What follows belongs to an exercise in optimizing a design on an open flow for small area and a short achievable clock period; a production flow would make more cautious choices.
The RTL was checked by simulation tests, not by an equivalence proof against the original design.
Power and IR drop assume default switching activity.

## flow/run.sh

```bash
#!/bin/bash
# The standard layout, with single-drive buffers on the ports instead of
# the resizer's default pick (a delay cell), and timing repair free to resize
# a cell to any drive strength, not only to one with the same footprint
set -euo pipefail
export BUFFER_PORTS_ARGS="-buffer_cell sky130_fd_sc_hd__buf_1"
bash standard.sh MATCH_CELL_FOOTPRINT=0 finish > standard.log 2>&1
```

## design.v

```verilog
package ex_pkg;
  localparam int XLEN = 32;                   
  typedef logic [XLEN-1:0] word_t;            
  typedef logic [3:0]      byte_en_t;         
  typedef logic [4:0]      reg_idx_t;         
  typedef enum logic [2:0]
  {
    OP_MEM    = 3'd0,                         
    OP_BRANCH = 3'd1,
    OP_REG    = 3'd2,
    OP_IMM    = 3'd3,
    OP_LUI    = 3'd4,
    OP_AUIPC  = 3'd5,
    OP_JAL    = 3'd6,
    OP_JALR   = 3'd7
  } alu_op_e;
  localparam logic [2:0] F3_BEQ  = 3'd0;
  localparam logic [2:0] F3_BNE  = 3'd1;
  localparam logic [2:0] F3_BLT  = 3'd4;
  localparam logic [2:0] F3_BGE  = 3'd5;
  localparam logic [2:0] F3_BLTU = 3'd6;
  localparam logic [2:0] F3_BGEU = 3'd7;
  localparam logic [2:0] F3_BYTE   = 3'd0;
  localparam logic [2:0] F3_HALF   = 3'd1;
  localparam logic [2:0] F3_WORD   = 3'd2;
  localparam logic [2:0] F3_BYTE_U = 3'd4;
  localparam logic [2:0] F3_HALF_U = 3'd5;
  localparam word_t PC_STEP = 32'd4;          
endpackage
`timescale 1ns/1ps
module alu_core
(
  input  ex_pkg::alu_op_e i_alu_op,           
  input  logic [2:0]      i_funct3,
  input  logic            i_funct7b,          
  input  ex_pkg::word_t   i_a,
  input  ex_pkg::word_t   i_b,
  input  ex_pkg::word_t   i_imm,              
  input  ex_pkg::word_t   i_pc,
  input  logic            i_lt_s,             
  input  logic            i_lt_u,             
  output ex_pkg::word_t   o_result_base,      
  output logic            o_slt,              
  output ex_pkg::word_t   o_target            
);
  logic          is_ri;                       
  logic          is_reg;
  logic          use_pc;                      
  logic          use_a;                       
  logic          link_sel;                    
  logic          is_jalr;
  logic          sub;
  logic          b_inv;                       
  ex_pkg::word_t op_x;
  ex_pkg::word_t op_y;                        
  ex_pkg::word_t op_yx;                       
  ex_pkg::word_t sum;
  logic          sel_sum;
  logic          cy_en;                       
  logic          use_p;
  logic          use_g;
  logic          use_sll;
  logic          use_srl;
  logic          shl;
  logic          sra;
  ex_pkg::word_t sh_in;
  ex_pkg::word_t sh_out;
  ex_pkg::word_t sh_left;
  ex_pkg::word_t alu;
  ex_pkg::word_t link;
  logic [4:0]    shamt;
  assign is_ri    = (i_alu_op == ex_pkg::OP_REG) || (i_alu_op == ex_pkg::OP_IMM);
  assign is_reg   = (i_alu_op == ex_pkg::OP_REG);
  assign use_pc   = (i_alu_op == ex_pkg::OP_BRANCH) || (i_alu_op == ex_pkg::OP_AUIPC) ||
                    (i_alu_op == ex_pkg::OP_JAL);
  assign use_a    = (i_alu_op == ex_pkg::OP_MEM) || is_ri || (i_alu_op == ex_pkg::OP_JALR);
  assign link_sel = (i_alu_op == ex_pkg::OP_JAL) || (i_alu_op == ex_pkg::OP_JALR);
  assign is_jalr  = (i_alu_op == ex_pkg::OP_JALR);
  assign sub = is_reg && b_inv;
  assign op_x  = ({32{use_pc}} & i_pc) | ({32{use_a}} & i_a);
  assign b_inv = (i_funct3 == 3'd0) && i_funct7b;
  assign op_y  = is_reg ? i_b : i_imm;
  assign op_yx = is_reg ? (i_b ^ {32{b_inv}}) : i_imm;
  logic [31:0] pg_p;
  logic [31:0] pg_g;
  logic [31:0] pp [0:5];
  logic [31:0] gg [0:5];
  logic [32:0] carry;
  assign pg_p = op_x ^ op_yx;
  assign pg_g = op_x & op_yx;
  assign cy_en = !(is_ri && i_funct3[2]);
  always_comb
  begin
    pp[0] = pg_p;
    gg[0] = pg_g & {32{cy_en}};
    gg[0][0] = (pg_g[0] && cy_en) || (pg_p[0] && sub);
    for (int l = 0; l < 5; l++)
    begin
      for (int i = 0; i < 32; i++)
      begin
        if (((i >> l) & 1) == 1)
        begin
          gg[l+1][i] = gg[l][i] | (pp[l][i] & gg[l][((i >> l) << l) - 1]);
          pp[l+1][i] = pp[l][i] & pp[l][((i >> l) << l) - 1];
        end
        else
        begin
          gg[l+1][i] = gg[l][i];
          pp[l+1][i] = pp[l][i];
        end
      end
    end
  end
  assign carry = {gg[5], sub};
  assign sum   = pg_p ^ carry[31:0];
  assign shamt = op_y[4:0];
  assign shl   = !i_funct3[2];
  assign sra   = i_funct7b && !shl;
  always_comb
  begin
    for (int i = 0; i < 32; i++)
      sh_in[i] = shl ? i_a[31-i] : i_a[i];
  end
  logic fill;
  assign fill = sra && i_a[31];
  always_comb
  begin
    logic [31:0] v;
    v = sh_in;
    v = shamt[4] ? {{16{fill}}, v[31:16]} : v;
    v = shamt[3] ? {{8{fill}}, v[31:8]} : v;
    v = shamt[2] ? {{4{fill}}, v[31:4]} : v;
    v = shamt[1] ? {{2{fill}}, v[31:2]} : v;
    v = shamt[0] ? {{1{fill}}, v[31:1]} : v;
    sh_out = v;
  end
  always_comb
  begin
    for (int i = 0; i < 32; i++)
      sh_left[i] = sh_out[31-i];
  end
  assign sel_sum = !is_ri || (i_funct3 == 3'd0);
  assign use_p   = (i_alu_op != ex_pkg::OP_BRANCH) &&
                   (sel_sum || (i_funct3 == 3'd4) || (i_funct3 == 3'd6));
  assign use_g   = is_ri && (i_funct3[2:1] == 2'b11);
  assign use_sll = is_ri && (i_funct3 == 3'd1);
  assign use_srl = is_ri && (i_funct3 == 3'd5);
  assign alu = ({32{use_p}} & sum) | ({32{use_g}} & pg_g) |
               ({32{use_sll}} & sh_left) | ({32{use_srl}} & sh_out);
  assign link          = {i_pc[31:2] + 30'd1, i_pc[1:0]};
  assign o_result_base = link_sel ? link : alu;
  assign o_slt         = is_ri && (i_funct3[2:1] == 2'b01) && (i_funct3[0] ? i_lt_u : i_lt_s);
  assign o_target      = {sum[31:1], sum[0] && !is_jalr};
endmodule
`timescale 1ns/1ps
module branch_unit
(
  input  logic            i_valid,
  input  ex_pkg::alu_op_e i_alu_op,
  input  logic [2:0]      i_funct3,           
  input  ex_pkg::word_t   i_a,
  input  ex_pkg::word_t   i_b,
  input  ex_pkg::word_t   i_imm,
  output logic            o_lt_s,             
  output logic            o_lt_u,             
  output logic            o_redirect          
);
  ex_pkg::word_t y;
  logic [31:0]   lt [0:5];                    
  logic [31:0]   eq [0:5];                    
  logic          lt_rest;                     
  logic          eq_rest;
  logic          taken;
  assign y = (i_alu_op == ex_pkg::OP_IMM) ? i_imm : i_b;
  always_comb
  begin
    lt[0] = ~i_a & y;
    eq[0] = ~(i_a ^ y);
    lt[0][31] = 1'b0;
    eq[0][31] = 1'b1;
    for (int l = 0; l < 5; l++)
    begin
      lt[l+1] = '0;
      eq[l+1] = '0;
      for (int i = 0; i < (32 >> (l + 1)); i++)
      begin
        lt[l+1][i] = lt[l][2*i+1] | (eq[l][2*i+1] & lt[l][2*i]);
        eq[l+1][i] = eq[l][2*i+1] & eq[l][2*i];
      end
    end
  end
  assign lt_rest = lt[5][0];
  assign eq_rest = eq[5][0];
  assign o_lt_u = (~i_a[31] & y[31]) | (~(i_a[31] ^ y[31]) & lt_rest);
  assign o_lt_s = ( i_a[31] & ~y[31]) | (~(i_a[31] ^ y[31]) & lt_rest);
  always_comb
  begin
    case (i_funct3)
      ex_pkg::F3_BEQ:  taken = eq_rest && (i_a[31] == y[31]);
      ex_pkg::F3_BNE:  taken = !(eq_rest && (i_a[31] == y[31]));
      ex_pkg::F3_BLT:  taken = o_lt_s;
      ex_pkg::F3_BGE:  taken = !o_lt_s;
      ex_pkg::F3_BLTU: taken = o_lt_u;
      ex_pkg::F3_BGEU: taken = !o_lt_u;
      default:         taken = 1'b0;      
    endcase
  end
  assign o_redirect = i_valid && (((i_alu_op == ex_pkg::OP_BRANCH) && taken) ||
                                  (i_alu_op == ex_pkg::OP_JAL) || (i_alu_op == ex_pkg::OP_JALR));
endmodule
`timescale 1ns/1ps
module ex_mem_reg
(
  input  logic             i_clk,
  input  logic             i_reset,
  input  logic             i_valid,
  input  ex_pkg::word_t    i_result_base,    
  input  logic             i_slt,            
  input  logic             i_redirect,
  input  ex_pkg::word_t    i_target,
  input  ex_pkg::word_t    i_store_src,      
  input  logic [2:0]       i_funct3,         
  input  ex_pkg::reg_idx_t i_rd,
  input  logic             i_reg_write,
  input  logic             i_mem_read,
  input  logic             i_mem_write,
  input  logic             i_mem_to_reg,
  output logic             o_valid,
  output ex_pkg::word_t    o_result,
  output ex_pkg::word_t    o_store_data,
  output ex_pkg::byte_en_t o_byte_en,
  output ex_pkg::reg_idx_t o_rd,
  output logic             o_reg_write,
  output logic             o_mem_read,
  output logic             o_mem_write,
  output logic             o_mem_to_reg,
  output logic             o_redirect,
  output ex_pkg::word_t    o_redirect_pc
);
  ex_pkg::word_t    result;
  ex_pkg::word_t    store_base;
  ex_pkg::word_t    store_lane;
  ex_pkg::byte_en_t width_mask;
  ex_pkg::byte_en_t be_base;
  ex_pkg::byte_en_t byte_en;
  logic [1:0]       offset;                
  logic             mem_acc;
  assign result  = {i_result_base[31:1], i_result_base[0] | i_slt};
  assign offset  = i_result_base[1:0];
  assign mem_acc = i_valid && (i_mem_read || i_mem_write);
  always_comb
  begin
    case (i_funct3)
      ex_pkg::F3_BYTE,
      ex_pkg::F3_BYTE_U: width_mask = 4'b0001;
      ex_pkg::F3_HALF,
      ex_pkg::F3_HALF_U: width_mask = 4'b0011;
      ex_pkg::F3_WORD:   width_mask = 4'b1111;
      default:           width_mask = 4'b0000;
    endcase
  end
  assign be_base    = mem_acc ? (width_mask << offset) : 4'b0000;
  assign byte_en    = i_slt ? {be_base[2:0], 1'b0} : be_base;
  assign store_base = i_store_src << {offset, 3'b000};    
  assign store_lane = i_slt ? {store_base[23:0], 8'h00} : store_base;
  always_ff @(posedge i_clk)
  begin
    if (i_reset)
    begin
      o_valid      <= 1'b0;
      o_reg_write  <= 1'b0;
      o_mem_read   <= 1'b0;
      o_mem_write  <= 1'b0;
      o_mem_to_reg <= 1'b0;
      o_redirect   <= 1'b0;
      o_byte_en    <= '0;
    end
    else
    begin
      o_valid      <= i_valid;
      o_reg_write  <= i_valid && i_reg_write;
      o_mem_read   <= i_valid && i_mem_read;
      o_mem_write  <= i_valid && i_mem_write;
      o_mem_to_reg <= i_valid && i_mem_to_reg;
      o_redirect   <= i_redirect;
      o_byte_en    <= byte_en;
    end
  end
  always_ff @(posedge i_clk)
  begin
    o_result      <= result;
    o_store_data  <= store_lane;
    o_rd          <= i_rd;
    o_redirect_pc <= i_target;
  end
endmodule
`timescale 1ns/1ps
module ex_stage
(
  input  logic             i_clk,
  input  logic             i_reset,
  input  logic             i_valid,          
  input  ex_pkg::alu_op_e  i_alu_op,
  input  logic [2:0]       i_funct3,
  input  logic             i_funct7b,
  input  ex_pkg::word_t    i_a,
  input  ex_pkg::word_t    i_b,
  input  ex_pkg::word_t    i_imm,
  input  ex_pkg::word_t    i_pc,
  input  ex_pkg::reg_idx_t i_rd,
  input  logic             i_reg_write,
  input  logic             i_mem_read,
  input  logic             i_mem_write,
  input  logic             i_mem_to_reg,
  output logic             o_valid,
  output ex_pkg::word_t    o_result,
  output ex_pkg::word_t    o_store_data,
  output ex_pkg::byte_en_t o_byte_en,
  output ex_pkg::reg_idx_t o_rd,
  output logic             o_reg_write,
  output logic             o_mem_read,
  output logic             o_mem_write,
  output logic             o_mem_to_reg,
  output logic             o_redirect,
  output ex_pkg::word_t    o_redirect_pc
);
  ex_pkg::word_t result_base;
  ex_pkg::word_t target;
  logic          slt;
  logic          lt_s;
  logic          lt_u;
  logic          redirect;
  alu_core u_alu_core
  (
    .i_alu_op  (i_alu_op),
    .i_funct3  (i_funct3),
    .i_funct7b (i_funct7b),
    .i_a       (i_a),
    .i_b       (i_b),
    .i_imm     (i_imm),
    .i_pc      (i_pc),
    .i_lt_s    (lt_s),
    .i_lt_u    (lt_u),
    .o_result_base (result_base),
    .o_slt     (slt),
    .o_target  (target)
  );
  branch_unit u_branch_unit
  (
    .i_valid    (i_valid),
    .i_alu_op   (i_alu_op),
    .i_funct3   (i_funct3),
    .i_a        (i_a),
    .i_b        (i_b),
    .i_imm      (i_imm),
    .o_lt_s     (lt_s),
    .o_lt_u     (lt_u),
    .o_redirect (redirect)
  );
  ex_mem_reg u_ex_mem_reg
  (
    .i_clk         (i_clk),
    .i_reset       (i_reset),
    .i_valid       (i_valid),
    .i_result_base (result_base),
    .i_slt         (slt),
    .i_redirect    (redirect),
    .i_target      (target),
    .i_store_src   (i_b),                     
    .i_funct3      (i_funct3),
    .i_rd          (i_rd),
    .i_reg_write   (i_reg_write),
    .i_mem_read    (i_mem_read),
    .i_mem_write   (i_mem_write),
    .i_mem_to_reg  (i_mem_to_reg),
    .o_valid       (o_valid),
    .o_result      (o_result),
    .o_store_data  (o_store_data),
    .o_byte_en     (o_byte_en),
    .o_rd          (o_rd),
    .o_reg_write   (o_reg_write),
    .o_mem_read    (o_mem_read),
    .o_mem_write   (o_mem_write),
    .o_mem_to_reg  (o_mem_to_reg),
    .o_redirect    (o_redirect),
    .o_redirect_pc (o_redirect_pc)
  );
endmodule
```

## config.mk

```make
export PLATFORM = sky130hd
export DESIGN_NAME = ex_stage
export DESIGN_NICKNAME = ex_stage
export VERILOG_FILES = /design/flow/design.v
export SDC_FILE = /design/flow/constraint.sdc
export NUM_CORES = 4
export LEC_CHECK = 0
export CAP_MARGIN = 20
export CORE_MARGIN = 2
export CORE_UTILIZATION = 60
export PLACE_DENSITY = 0.75
export SETUP_SLACK_MARGIN = 0.7
export SLEW_MARGIN = 20
```

## standard.sh

```bash
#!/bin/bash
# synth_recipe.tcl (not shown) runs the flow's synth.tcl, then flattens the netlist and writes it again
# the make line also repeats each setting of config.mk as NAME=value (left out here)
make -C /OpenROAD-flow-scripts/flow DESIGN_CONFIG=/design/flow/config.mk WORK_HOME=/design/flow/orfs CLKGATE_MAP_FILE= SYNTH_SCRIPT=/design/flow/synth_recipe.tcl "${@:-finish}"
```

## constraint.sdc

```tcl
create_clock -name core_clock -period 5.0 [get_ports {i_clk}]
set_input_delay 1.0000 -clock core_clock [delete_from_list [all_inputs] [get_ports {i_clk}]]
set_output_delay 1.0000 -clock core_clock [all_outputs]
set_load 0.01 [all_outputs]
```

==> impl_metrics.prom, run 1 <==
# TYPE chip_impl_metric gauge
chip_impl_info{name="path_cells",value="clkbuf_2 > nand3b_1 > buf_12 > mux2_2 > ha_4 > a21o_1 > a21o_1 > a21o_1 > a211oi_2 > o221a_1 > o22ai_2 > o211ai_1 > buf_6 > nand2_4 > a311o_1"} 1
chip_impl_metric{name="route.met3.wl",unit="um"} 6653
chip_impl_info{name="synth_top_flop_cell",value="dfxtp_1"} 1
chip_impl_metric{name="fin_crit_share",unit="%"} 85.69
chip_impl_info{name="top_signal_layer_used",value="met4"} 1
chip_impl_info{name="synth.top_cells.by_count",value="nand2_1 (127), dfxtp_1 (111), o21ai_0 (87)"} 1
chip_impl_metric{name="maxSlewViolCount",unit=""} 0
chip_impl_metric{name="grt_pass1_wl",unit="um"} 64190
chip_impl_metric{name="placed_cell_area",unit="um2"} 12020
chip_impl_metric{name="htreeDepth",unit=""} 3
chip_impl_metric{name="ctsHoldBuffers",unit=""} 0
chip_impl_metric{name="number_of_warnings_issued_by_yosys",unit=""} 7
chip_impl_metric{name="cp_max_fo",unit=""} 33
chip_impl_info{name="hold_path.class",value="input port to flip-flop"} 1
chip_impl_metric{name="vias_in_the_first_global_route",unit=""} 11110
chip_impl_metric{name="critPathArrivalTime",unit="ps"} 4530
chip_impl_metric{name="initial_utilization",unit="%"} 61.24
chip_impl_metric{name="synthDistinctLibCells",unit=""} 76
chip_impl_info{name="grt_setup_unrepaired",value="yes"} 1
chip_impl_metric{name="setup_viol_count_final",unit=""} 0
chip_impl_metric{name="tritoncts.num_buffers",unit=""} 9
chip_impl_metric{name="antenna_found_initial",unit=""} 1
chip_impl_metric{name="place.port_buffers",unit=""} 257
chip_impl_metric{name="worst_slew_pin_slew",unit="ps"} 986.0
chip_impl_metric{name="timing.max_slew.rel_slack",unit="%"} 33.87
chip_impl_metric{name="fin_nets",unit=""} 1795
chip_impl_metric{name="first_iter_violations",unit=""} 1637
chip_impl_metric{name="yosys_register_bits",unit=""} 111
chip_impl_info{name="setup.worst_path.class",value="input port to flip-flop"} 1
chip_impl_metric{name="place_inst",unit=""} 1769
chip_impl_metric{name="placementRows",unit=""} 48
chip_impl_metric{name="clk_pin_slew_worst_paths",unit="ps"} 80
chip_impl_metric{name="antenna_left",unit=""} 0
chip_impl_metric{name="placer_s_final_routability_congestion_estimate",unit=""} 1.121
chip_impl_info{name="most_instantiated_library_cell_after_synthesis",value="nand2_1"} 1
chip_impl_info{name="clock_tree.root_cell",value="clkbuf_16"} 1
chip_impl_metric{name="critical_path_buf_inv_count",unit=""} 3
chip_impl_metric{name="clkSinkCount",unit=""} 111
chip_impl_metric{name="setup_total_negative_slack",unit="ps"} 0
chip_impl_metric{name="final-hold-violation-count",unit=""} 0
chip_impl_metric{name="drive_gt1_share",unit="%"} 12.33
chip_impl_metric{name="area_growth",unit="%"} 18.67
chip_impl_metric{name="count_of_flip_flops_with_a_built_in_enable_after_synthesis",unit=""} 0
chip_impl_info{name="critPathLaunchType",value="input port"} 1
chip_impl_metric{name="detail_route.vias_per_cell",unit=""} 6.956
chip_impl_metric{name="ys_async_sr_fraction",unit="%"} 0
chip_impl_info{name="slowest_stage",value="mux2_2"} 1
chip_impl_metric{name="yosysTopAreaCellShare",unit="%"} 21.05
chip_impl_metric{name="global_route.usage.total",unit="%"} 45.68
chip_impl_metric{name="cpPeakStageDelay",unit="ps"} 390
chip_impl_metric{name="floorplan.die.width",unit="um"} 136.6
chip_impl_metric{name="syn-num-nets",unit=""} 1542
chip_impl_info{name="reg.largest.list",value="u_ex_mem_reg.o_redirect_pc (32), u_ex_mem_reg.o_result (32), u_ex_mem_reg.o_store_data (32)"} 1
chip_impl_metric{name="placeableCoreArea",unit="um2"} 17240
chip_impl_metric{name="dr_total_vias",unit=""} 12580
chip_impl_metric{name="leakage",unit="nW"} 5.301
chip_impl_info{name="critical-path-top-delay-family",value="compound AO/OA/AOI/OAI gates"} 1
chip_impl_metric{name="met1_length",unit="um"} 16440
chip_impl_metric{name="routed_wirelength",unit="um"} 45140
chip_impl_metric{name="clock_path_buffers",unit=""} 2
chip_impl_metric{name="grt_overflow_total",unit=""} 0
chip_impl_metric{name="vdd_ir_drop_max",unit="mV"} 0.2158
chip_impl_metric{name="io_pins",unit=""} 258
chip_impl_metric{name="layout.cells.non_filler",unit=""} 1808
chip_impl_info{name="ys_top_cells_by_area",value="dfxtp_1 (21%), ha_1 (8.5%), mux2i_1 (8.2%)"} 1
chip_impl_metric{name="post-dp-hpwl",unit="um"} 34330
chip_impl_info{name="run_status",value="no timing/DRC/antenna violations"} 1
chip_impl_metric{name="timing.fmax",unit="GHz"} 0.2334
chip_impl_metric{name="synthesis.area",unit="um2"} 10560
chip_impl_metric{name="drcViolationCount",unit=""} 0
chip_impl_metric{name="met2WireLength",unit="um"} 18970
chip_impl_metric{name="grt_max_degree",unit=""} 52
chip_impl_info{name="category_of_the_worst_setup_path_capture_point",value="flip-flop"} 1
chip_impl_metric{name="worst-endpoint-required",unit="ps"} 5250
chip_impl_metric{name="die_area",unit="um2"} 18670
chip_impl_metric{name="chipHeight",unit="um"} 136.6
chip_impl_metric{name="final_cell_area",unit="um2"} 12530
chip_impl_metric{name="drt_pass1_iterations",unit=""} 6
chip_impl_metric{name="mean_cell_area_of_the_mapped_netlist",unit="um2"} 7.978
chip_impl_info{name="cpMostUsedCell",value="a21o_1"} 1
chip_impl_metric{name="power_density",unit="nW/um2"} 286.1
chip_impl_info{name="tritoncts",value="done"} 1
chip_impl_metric{name="post_synth_inst_count",unit=""} 1323
chip_impl_metric{name="synth_seq_area_share",unit="%"} 21.05
chip_impl_metric{name="timing.final.crit_period",unit="ps"} 4285
chip_impl_metric{name="post_drt_wl_per_cell",unit="um"} 24.96
chip_impl_info{name="synth_area_leader_cell",value="dfxtp_1"} 1
chip_impl_metric{name="maxCapViolCount",unit=""} 0
## metrics by stage
step / setup slack (ps) / utilization [%] / total power, mW / hold slack (ps)
3_5_place_dp: 413.1 / 69.71 / 2.775 / 1096
5_1_grt: 580.8 / 72.64 / 3.732 / 717.5
2_1_floorplan: 556.0 / - / 2.199 / 1028
4_1_cts: 787.1 / 71.40 / 3.497 / 718.0
3_3_place_gp: 499.2 / 69.71 / 2.755 / 1092
6_report: 715.5 / 72.67 / 3.583 / 719.0
## layout by cell type (no fill, tap or decap), types with 5 or more instances in the layout
master	synthesis	final
buf_12	0	5
o211ai_1	11	11
or3_1	8	8
a21oi_1	84	81
and3_1	16	16
clkbuf_16	0	10
and4_1	10	10
xor2_1	22	22
xnor2_1	58	58
dfxtp_1	111	111
a22oi_1	15	14
a32oi_1	8	8
nor4_1	7	7
mux2i_1	86	83
mux2_2	42	42
nand4_1	15	15
nor2_1	57	55
nand2b_1	5	5
nand2_1	127	127
a22o_1	34	34
nor3_1	29	27
a311o_1	6	6
a221o_1	8	8
and2_1	18	17
buf_1	1	253
a21o_1	29	29
ha_1	72	67
a221oi_1	28	25
a211oi_1	41	40
o21ai_1	5	6
o221ai_1	5	5
nand3_1	36	35
inv_1	54	54
a31oi_1	23	22
o21ai_0	87	82
buf_4	6	68
## power by group
group          switching [mW]  internal (mW)  leakage, nW
combinational            1.08          0.630         4.23
sequential             0.0589           1.09        0.931
clock                   0.361          0.370        0.143
total                    1.50           2.09         5.30
## layer usage
layer	track usage, %	vias up
met5	0	-
met4	25.75	0
met3	13.56	248
met2	67.11	1042
met1	59.39	5808
li1	-	5478
## repair_timing
action,in CTS,in global routing
buffers inserted,0,18
resized for setup,0,11
setup endpoints to repair,0,36
endpoints found under the hold margin,0,0
## final cells by class
type,count,area (um2)
Clock buffer,11,252.7
Timing Repair Buffer,335,1644
Fill cell,1424,4711
Inverter,55,206.4
Clock inverter,5,38.79
Sequential cell,111,2222
Multi-Input combinational cell,1064,7875
Antenna cell,2,5.005
Tap cell,225,281.5
## final timing paths
check,startpoint,endpoint,slack (ps),cells past startpoint
worst max-delay path,i_alu_op[2],u_ex_mem_reg.o_store_data[16],720,15
worst min-delay path,i_rd[2],u_ex_mem_reg.o_rd[2],720,1
## cells by family (layout without fill, tap and decap cells)
group / after synthesis / in the layout / synth area share, %
compound gates: 430 / 430 / 28.04
simple gates: 349 / 350 / 16.22
buf+inv: 149 / 406 / 6.105
mux: 132 / 132 / 13.42
flops: 111 / 111 / 21.05
xor+xnor: 80 / 80 / 6.638
fa+ha+maj: 72 / 72 / 8.535
other cells: 0 / 2 / 0
==> run 2, diff against run 1 <==
--- a/config.mk
+++ b/config.mk
@@ -8,6 +8,7 @@
 export CAP_MARGIN = 20
 export CORE_MARGIN = 2
 export CORE_UTILIZATION = 60
-export PLACE_DENSITY = 0.75
+export GPL_ROUTABILITY_DRIVEN = 0
+export PLACE_DENSITY = 0.85
 export SETUP_SLACK_MARGIN = 0.7
 export SLEW_MARGIN = 20
==> run 2 against run 1 <==
  * Still clean
  * Power rose by 2.7%
  * Clock power up 8.1%
  * Synthesized cell count is the same
  * Critical path type unchanged
  * Largest cell class unchanged
==> impl_metrics.prom, run 2 <==
# TYPE chip_impl_metric gauge
chip_impl_info{name="hold_path.class",value="input port to flip-flop"} 1
chip_impl_metric{name="fin_nets",unit=""} 1794
chip_impl_metric{name="timing.max_slew.rel_slack",unit="%"} 48.92
chip_impl_metric{name="area_growth",unit="%"} 19.39
chip_impl_metric{name="clkSinkCount",unit=""} 111
chip_impl_metric{name="synthDistinctLibCells",unit=""} 76
chip_impl_metric{name="detail_route.vias_per_cell",unit=""} 7.070
chip_impl_metric{name="maxCapViolCount",unit=""} 0
chip_impl_metric{name="final-hold-violation-count",unit=""} 0
chip_impl_metric{name="antenna_left",unit=""} 0
chip_impl_metric{name="placeableCoreArea",unit="um2"} 17240
chip_impl_metric{name="post-dp-hpwl",unit="um"} 32680
chip_impl_metric{name="critical_path_buf_inv_count",unit=""} 4
chip_impl_info{name="grt_setup_unrepaired",value="yes"} 1
chip_impl_metric{name="floorplan.die.width",unit="um"} 136.6
chip_impl_metric{name="yosysTopAreaCellShare",unit="%"} 21.05
chip_impl_metric{name="ys_async_sr_fraction",unit="%"} 0
chip_impl_metric{name="leakage",unit="nW"} 5.329
chip_impl_info{name="run_status",value="no timing/DRC/antenna violations"} 1
chip_impl_metric{name="setup_total_negative_slack",unit="ps"} 0
chip_impl_metric{name="count_of_flip_flops_with_a_built_in_enable_after_synthesis",unit=""} 0
chip_impl_metric{name="synth_seq_area_share",unit="%"} 21.05
chip_impl_metric{name="antennaDiodeCount",unit=""} 0
chip_impl_metric{name="global_route.usage.total",unit="%"} 44.43
chip_impl_info{name="most_instantiated_library_cell_after_synthesis",value="nand2_1"} 1
chip_impl_metric{name="drcViolationCount",unit=""} 0
chip_impl_metric{name="vias_in_the_first_global_route",unit=""} 11430
chip_impl_metric{name="grt_pass1_wl",unit="um"} 63310
chip_impl_metric{name="maxSlewViolCount",unit=""} 0
chip_impl_metric{name="vdd_ir_drop_max",unit="mV"} 0.2630
chip_impl_metric{name="fin_crit_share",unit="%"} 86.47
chip_impl_info{name="final_common_cell",value="buf_1"} 1
chip_impl_info{name="critPathLaunchType",value="input port"} 1
chip_impl_metric{name="number_of_warnings_issued_by_yosys",unit=""} 7
chip_impl_metric{name="routed_wirelength",unit="um"} 43810
chip_impl_metric{name="post_drt_wl_per_cell",unit="um"} 24.27
chip_impl_metric{name="yosys_register_bits",unit=""} 111
chip_impl_info{name="slowest_stage",value="nor4b_4"} 1
chip_impl_metric{name="fin_ws",unit="ps"} 676.3
chip_impl_info{name="path_cells",value="buf_2 > nor4b_4 > buf_12 > clkbuf_4 > buf_4 > xnor2_1 > o21ai_1 > ha_1 > a21o_1 > a21o_1 > a21o_1 > a32o_2 > a221oi_4 > nor2_4 > a32oi_2 > xnor2_1 > a311o_1"} 1
chip_impl_info{name="ys_top_cells_by_area",value="dfxtp_1 (21%), ha_1 (8.5%), mux2i_1 (8.2%)"} 1
chip_impl_metric{name="syn-num-nets",unit=""} 1542
chip_impl_metric{name="place.port_buffers",unit=""} 257
chip_impl_metric{name="antenna_found_initial",unit=""} 1
chip_impl_metric{name="die_area",unit="um2"} 18670
chip_impl_metric{name="worst_slew_pin_slew",unit="ps"} 744.9
chip_impl_metric{name="power_density",unit="nW/um2"} 292.1
chip_impl_info{name="layout_common_cells",value="buf_1 (253), nand2_1 (127), dfxtp_1 (111)"} 1
chip_impl_metric{name="cp_max_fo",unit=""} 6
chip_impl_metric{name="preCtsSetupSlack",unit="ps"} 367.8
chip_impl_metric{name="worst-endpoint-required",unit="ps"} 5250
chip_impl_info{name="synth.top_cells.by_count",value="nand2_1 (127), dfxtp_1 (111), o21ai_0 (87)"} 1
chip_impl_metric{name="mean_cell_area_of_the_mapped_netlist",unit="um2"} 7.978
chip_impl_metric{name="p_total",unit="mW"} 3.682
chip_impl_info{name="category_of_the_worst_setup_path_capture_point",value="flip-flop"} 1
chip_impl_metric{name="initial_utilization",unit="%"} 61.24
chip_impl_info{name="clock_tree.root_cell",value="clkbuf_16"} 1
chip_impl_info{name="critical-path-top-delay-family",value="compound AO/OA/AOI/OAI gates"} 1
chip_impl_metric{name="dr_total_vias",unit=""} 12760
chip_impl_metric{name="synthesis.area",unit="um2"} 10560
chip_impl_metric{name="cpPeakStageDelay",unit="ps"} 380
chip_impl_info{name="tritoncts",value="done"} 1
chip_impl_metric{name="grt_overflow_total",unit=""} 0
chip_impl_metric{name="timing.fmax",unit="GHz"} 0.2313
chip_impl_info{name="synth_area_leader_cell",value="dfxtp_1"} 1
chip_impl_metric{name="tritoncts.num_buffers",unit=""} 9
chip_impl_metric{name="placementRows",unit=""} 48
chip_impl_metric{name="chipHeight",unit="um"} 136.6
chip_impl_metric{name="grt_max_degree",unit=""} 54
chip_impl_metric{name="clock_path_buffers",unit=""} 2
chip_impl_metric{name="critPathArrivalTime",unit="ps"} 4570
chip_impl_info{name="reg.largest.list",value="u_ex_mem_reg.o_redirect_pc (32), u_ex_mem_reg.o_result (32), u_ex_mem_reg.o_store_data (32)"} 1
chip_impl_metric{name="first_iter_violations",unit=""} 2426
chip_impl_metric{name="timing.final.crit_period",unit="ps"} 4324
chip_impl_info{name="cpMostUsedCell",value="a21o_1"} 1
chip_impl_metric{name="drive_gt1_share",unit="%"} 12.53
chip_impl_metric{name="io_pins",unit=""} 258
chip_impl_metric{name="final_core_util",unit="%"} 73.11
chip_impl_metric{name="post_synth_inst_count",unit=""} 1323
chip_impl_metric{name="htreeDepth",unit=""} 3
chip_impl_metric{name="clk_pin_slew_worst_paths",unit="ps"} 80
chip_impl_info{name="setup.worst_path.class",value="input port to flip-flop"} 1
chip_impl_metric{name="setup_viol_count_final",unit=""} 0
chip_impl_metric{name="drt_pass1_iterations",unit=""} 13
chip_impl_info{name="synth_top_flop_cell",value="dfxtp_1"} 1
==> run 2: cell families (layout without fill, tap and decap cells) <==
group,count (synthesis),count (layout),synth area share [%]
buf+inv,149,406,6.105
mux,132,132,13.42
simple gates,349,349,16.22
fa+ha+maj,72,72,8.535
xor+xnor,80,80,6.638
compound gates,430,430,28.04
flops,111,111,21.05
==> run 2: worst paths after layout <==
check | start | to | slack, ps | depth (start not counted)
min | i_rd[1] | u_ex_mem_reg.o_rd[1] | 720 | 1
max | i_funct3[2] | u_ex_mem_reg.o_result[26] | 680 | 17
==> run 2: through the flow <==
stage	hold slack (ps)	instances	area (um2)
after floorplan	1028	1323	10760
after global placement	1094	1763	11960
after detailed placement	1096	1763	11960
after CTS	724.7	1779	12280
after global routing	722.1	1805	12600
final	724.0	1805	12600
==> run 2: power by group <==
| group | switching [mW] | internal, mW |
|---|---|---|
| logic | 1.10 | 0.643 |
| clock network | 0.350 | 0.441 |
| registers | 0.0633 | 1.09 |
| total | 1.51 | 2.17 |
==> run 2: per-layer routing <==
metal	up-vias	part of all wire, %	GRT usage [%]
met2	1234	42	64.89
met4	0	7.1	25.06
met5	-	0	0
li1	5472	-	-
met3	318	18	16.56
met1	5738	34	56.03
==> run 2: final cells by class <==
cell class / instances / area [um2]
multi-input combinational: 1063 / 7920
fill: 1282 / 4634
sequential: 111 / 2222
timing repair buffer: 335 / 1649
tap: 225 / 281.5
clock buffer: 9 / 225.2
inverter: 55 / 209.0
clock inverter: 7 / 95.09
==> run 2: timing repair <==
| action | 4_1_cts | 5_1_grt |
|---|---|---|
| resized for setup | 0 | 37 |
| hold buffers | 0 | 0 |
| buffers inserted | 0 | 25 |
| setup endpoints to repair | 0 | 39 |
==> run 3, diff against run 2 <==
--- a/config.mk
+++ b/config.mk
@@ -10,5 +10,5 @@
 export CORE_UTILIZATION = 60
 export GPL_ROUTABILITY_DRIVEN = 0
 export PLACE_DENSITY = 0.85
-export SETUP_SLACK_MARGIN = 0.7
+export SETUP_SLACK_MARGIN = 0.5
 export SLEW_MARGIN = 20
==> run 3 against run 2 <==
  * Sequential cell count unchanged
  * Synthesized area unchanged
  * Largest power group unchanged
  * Synthesized cell count unchanged
  * Worst hold slack got worse by 15 ps
  * Highest routed layer is now met5
  * Setup slack got worse by 86 ps
  * Count of clock-buffer cells in the layout unchanged
  * Utilization decreased by 2.4 points
  * Critical path depth increased by 1
  * Clock power decreased by 11%
==> impl_metrics.prom, run 3 <==
# TYPE chip_impl_metric gauge
chip_impl_info{name="run_status",value="no timing/DRC/antenna violations"} 1
chip_impl_metric{name="fin_nets",unit=""} 1770
chip_impl_info{name="category_of_the_worst_setup_path_capture_point",value="flip-flop"} 1
chip_impl_metric{name="die_area",unit="um2"} 18670
chip_impl_info{name="critical_path.endpoint",value="u_ex_mem_reg.o_result[16]"} 1
chip_impl_info{name="final_common_cell",value="buf_1"} 1
chip_impl_metric{name="global_route.usage.total",unit="%"} 43.12
chip_impl_metric{name="grt_pass1_wl",unit="um"} 61500
chip_impl_metric{name="vdd_ir_drop_max",unit="mV"} 0.2068
chip_impl_info{name="startpoint",value="i_alu_op[1]"} 1
chip_impl_metric{name="clock_power_share",unit="%"} 20.0
chip_impl_metric{name="sequential_cell_area",unit="um2"} 2222
chip_impl_info{name="clock_tree.root_cell",value="clkbuf_16"} 1
chip_impl_info{name="synth_top_flop_cell",value="dfxtp_1"} 1
chip_impl_metric{name="routed_wirelength",unit="um"} 42090
chip_impl_metric{name="syn-num-nets",unit=""} 1542
chip_impl_metric{name="setup_total_negative_slack",unit="ps"} 0
chip_impl_metric{name="yosysTopAreaCellShare",unit="%"} 21.05
chip_impl_info{name="synth.top_cells.by_count",value="nand2_1 (127), dfxtp_1 (111), o21ai_0 (87)"} 1
chip_impl_metric{name="first_iter_violations",unit=""} 2059
chip_impl_metric{name="ys_async_sr_fraction",unit="%"} 0
chip_impl_metric{name="clk_pin_slew_worst_paths",unit="ps"} 90
chip_impl_metric{name="drive_gt1_share",unit="%"} 9.897
chip_impl_metric{name="hold_slack",unit="ps"} 709.3
chip_impl_metric{name="area_of_the_multi_input_gates",unit="um2"} 7796
chip_impl_info{name="ys_top_cells_by_area",value="dfxtp_1 (21%), ha_1 (8.5%), mux2i_1 (8.2%)"} 1
chip_impl_metric{name="htreeDepth",unit=""} 3
chip_impl_metric{name="dr_total_vias",unit=""} 12590
chip_impl_metric{name="part_of_the_total_power_dissipated_in_sequential_elements",unit="%"} 32.8
chip_impl_metric{name="setup_viol_count_final",unit=""} 0
chip_impl_metric{name="p_total",unit="mW"} 3.510
chip_impl_metric{name="antenna_left",unit=""} 0
chip_impl_metric{name="critPathArrivalTime",unit="ps"} 4630
chip_impl_metric{name="area_growth",unit="%"} 15.51
chip_impl_info{name="layout_common_cells",value="buf_1 (256), nand2_1 (127), dfxtp_1 (111)"} 1
chip_impl_metric{name="placeableCoreArea",unit="um2"} 17240
chip_impl_metric{name="timing.fmax",unit="GHz"} 0.2268
chip_impl_metric{name="sw_frac_of_total",unit="%"} 42.21
chip_impl_metric{name="power_frac_comb",unit="%"} 47.2
chip_impl_metric{name="synthesis.area",unit="um2"} 10560
chip_impl_metric{name="post_synth_inst_count",unit=""} 1323
chip_impl_info{name="hold_path.class",value="input port to flip-flop"} 1
chip_impl_info{name="grt_setup_unrepaired",value="yes"} 1
chip_impl_metric{name="leakage",unit="nW"} 5.135
chip_impl_metric{name="fin_crit_share",unit="%"} 88.19
chip_impl_metric{name="antenna_found_initial",unit=""} 3
chip_impl_metric{name="place.port_buffers",unit=""} 257
chip_impl_metric{name="timing.final.crit_period",unit="ps"} 4410
chip_impl_metric{name="clkSinkCount",unit=""} 111
chip_impl_metric{name="number_of_warnings_issued_by_yosys",unit=""} 7
chip_impl_metric{name="vias_in_the_first_global_route",unit=""} 11140
chip_impl_metric{name="floorplan.die.width",unit="um"} 136.6
chip_impl_metric{name="initial_utilization",unit="%"} 61.24
chip_impl_metric{name="mean_cell_area_of_the_mapped_netlist",unit="um2"} 7.978
chip_impl_info{name="reg.largest.list",value="u_ex_mem_reg.o_redirect_pc (32), u_ex_mem_reg.o_result (32), u_ex_mem_reg.o_store_data (32)"} 1
chip_impl_metric{name="power_density",unit="nW/um2"} 287.9
chip_impl_metric{name="synthDistinctLibCells",unit=""} 76
chip_impl_metric{name="timing.max_slew.rel_slack",unit="%"} 30.31
chip_impl_metric{name="final-hold-violation-count",unit=""} 0
chip_impl_metric{name="io_pins",unit=""} 258
chip_impl_metric{name="final_cell_area",unit="um2"} 12190
chip_impl_info{name="most_instantiated_library_cell_after_synthesis",value="nand2_1"} 1
chip_impl_info{name="critPathLaunchType",value="input port"} 1
chip_impl_metric{name="count_of_flip_flops_with_a_built_in_enable_after_synthesis",unit=""} 0
chip_impl_metric{name="placed_cell_area",unit="um2"} 11890
chip_impl_metric{name="grt_max_degree",unit=""} 53
chip_impl_metric{name="final_core_util",unit="%"} 70.73
chip_impl_metric{name="power.internal",unit="mW"} 2.028
chip_impl_metric{name="cp_max_fo",unit=""} 10
chip_impl_metric{name="chipHeight",unit="um"} 136.6
chip_impl_metric{name="drcViolationCount",unit=""} 0
chip_impl_metric{name="grt_overflow_total",unit=""} 0
chip_impl_metric{name="tritoncts.num_buffers",unit=""} 9
chip_impl_metric{name="synth_seq_area_share",unit="%"} 21.05
chip_impl_info{name="synth_area_leader_cell",value="dfxtp_1"} 1
chip_impl_metric{name="post-dp-hpwl",unit="um"} 32280
chip_impl_info{name="tritoncts",value="done"} 1
chip_impl_metric{name="whs_path_depth",unit=""} 1
chip_impl_metric{name="ctsHoldBuffers",unit=""} 0
chip_impl_metric{name="post_drt_wl_per_cell",unit="um"} 23.62
chip_impl_metric{name="maxCapViolCount",unit=""} 0
chip_impl_metric{name="drt_pass1_iterations",unit=""} 10
chip_impl_metric{name="yosys_register_bits",unit=""} 111
chip_impl_metric{name="number_of_filler_instances_in_the_final_layout",unit=""} 1410
chip_impl_metric{name="worst-endpoint-required",unit="ps"} 5220
chip_impl_metric{name="detail_route.vias_per_cell",unit=""} 7.062
chip_impl_metric{name="clock_path_buffers",unit=""} 2
chip_impl_metric{name="placementRows",unit=""} 48
chip_impl_info{name="setup.worst_path.class",value="input port to flip-flop"} 1
chip_impl_metric{name="maxSlewViolCount",unit=""} 0
chip_impl_metric{name="worst_slew_pin_slew",unit="ps"} 1042
chip_impl_metric{name="switching_power",unit="mW"} 1.481
run 3: kinds of logic (layout without fill, tap and decap cells):
kind of cell               after synthesis  count (layout)  synth area share, %
xor gates and xnor gates                80              80                6.638
AOI/OAI and AO/OA                      430             430                28.04
buffers and inverters                  149             382                6.105
muxes                                  132             132                13.42
adders and majority gates               72              72                8.535
DFF                                    111             111                21.05
and+or+nand+nor                        349             349                16.22
other                                    0               1                    0
run 3: worst min path at each step:
stage,from,endpoint
4_1_cts,i_rd[0],u_ex_mem_reg.o_rd[0]
5_1_grt,i_rd[0],u_ex_mem_reg.o_rd[0]
3_5_place_dp,i_rd[1],u_ex_mem_reg.o_rd[1]
3_3_place_gp,i_rd[0],u_ex_mem_reg.o_rd[0]
2_1_floorplan,i_rd[0],u_ex_mem_reg.o_rd[0]
6_report,i_rd[0],u_ex_mem_reg.o_rd[0]
run 3: layout make-up:
type | instances | share of cell area (%)
Clock buffer | 9 | 1.847
Antenna cell | 1 | 0.02053
Multi-Input combinational cell | 1063 | 63.95
Inverter | 55 | 1.693
Clock inverter | 7 | 0.4002
Sequential cell | 111 | 18.23
Timing Repair Buffer | 311 | 11.56
Tap cell | 225 | 2.309
run 3: power groups by stage:
stage               clock [mW]  combinational [mW]  sequential, mW
floorplan                    0               0.915            1.27
global route             0.725                1.74            1.16
finish                   0.703                1.66            1.15
detailed placement           0                1.56            1.17
global placement             0                1.53            1.17
CTS                      0.695                1.57            1.15
run 3: per-stage QoR:
step | worst slack (ps) | instances
4_1_cts | 677.0 | 1779
2_1_floorplan | 500.5 | 1323
6_report | 590.3 | 1782
3_5_place_dp | 302.0 | 1763
5_1_grt | 448.3 | 1781
3_3_place_gp | 459.5 | 1763
run 3: per-layer routing:
layer	GRT usage, %	vias up	part of all wire (%)	wire length, um
met3	15.67	343	16	6858
met4	26.16	2	8.0	3375
met1	54.12	5573	35	14670
met5	0	-	0.031	13
li1	-	5441	-	-
met2	62.69	1226	41	17180
run 3: what timing repair did:
action	CTS	global route
endpoints found under the setup margin	0	13
gates resized for setup	0	2
setup buffers	0	2
run 3: critical path, stage by stage:
cell	delay, ps
buf_1	170
buf_4	200
nor3b_4	340
mux2i_4	320
mux2i_1	110
ha_1	300
ha_1	180
a21o_1	170
ha_2	200
nand3_2	60
a31oi_1	120
a32o_2	330
a22o_1	230
ha_1	330
a221oi_2	260
o21ai_1	90
a21oi_1	150
a21oi_1	60

static timing again, ports no longer ideal:
Ports are ideal in the flow. The routed layouts listed here were re-timed in OpenROAD.
Step 1 assumes that a clkbuf_16 drives the clock port and a buf_2 every other input.
Step 2, shift: input delay + t, output delay - t, t = (earliest + latest rising clock arrival at the registers) / 2. This alone moves slack from input paths to output paths.
a / b / c = ideal ports / drivers / drivers and shift; a / b = the first two.
run	t, ns	slack for setup (ns)	latest minus earliest clock arrival (ns)
run 1	0.404	0.715 / 0.738 / 0.334	0.012 / 0.012
run 2	0.401	0.676 / 0.696 / 0.295	0.016 / 0.015
run 3	0.409	0.590 / 0.612 / 0.203	0.016 / 0.016
After both steps setup and hold are still met in every run listed. For run 3, which loses most, drivers alone change the setup slack by +0.022 ns; drivers and shift together by -0.387 ns.
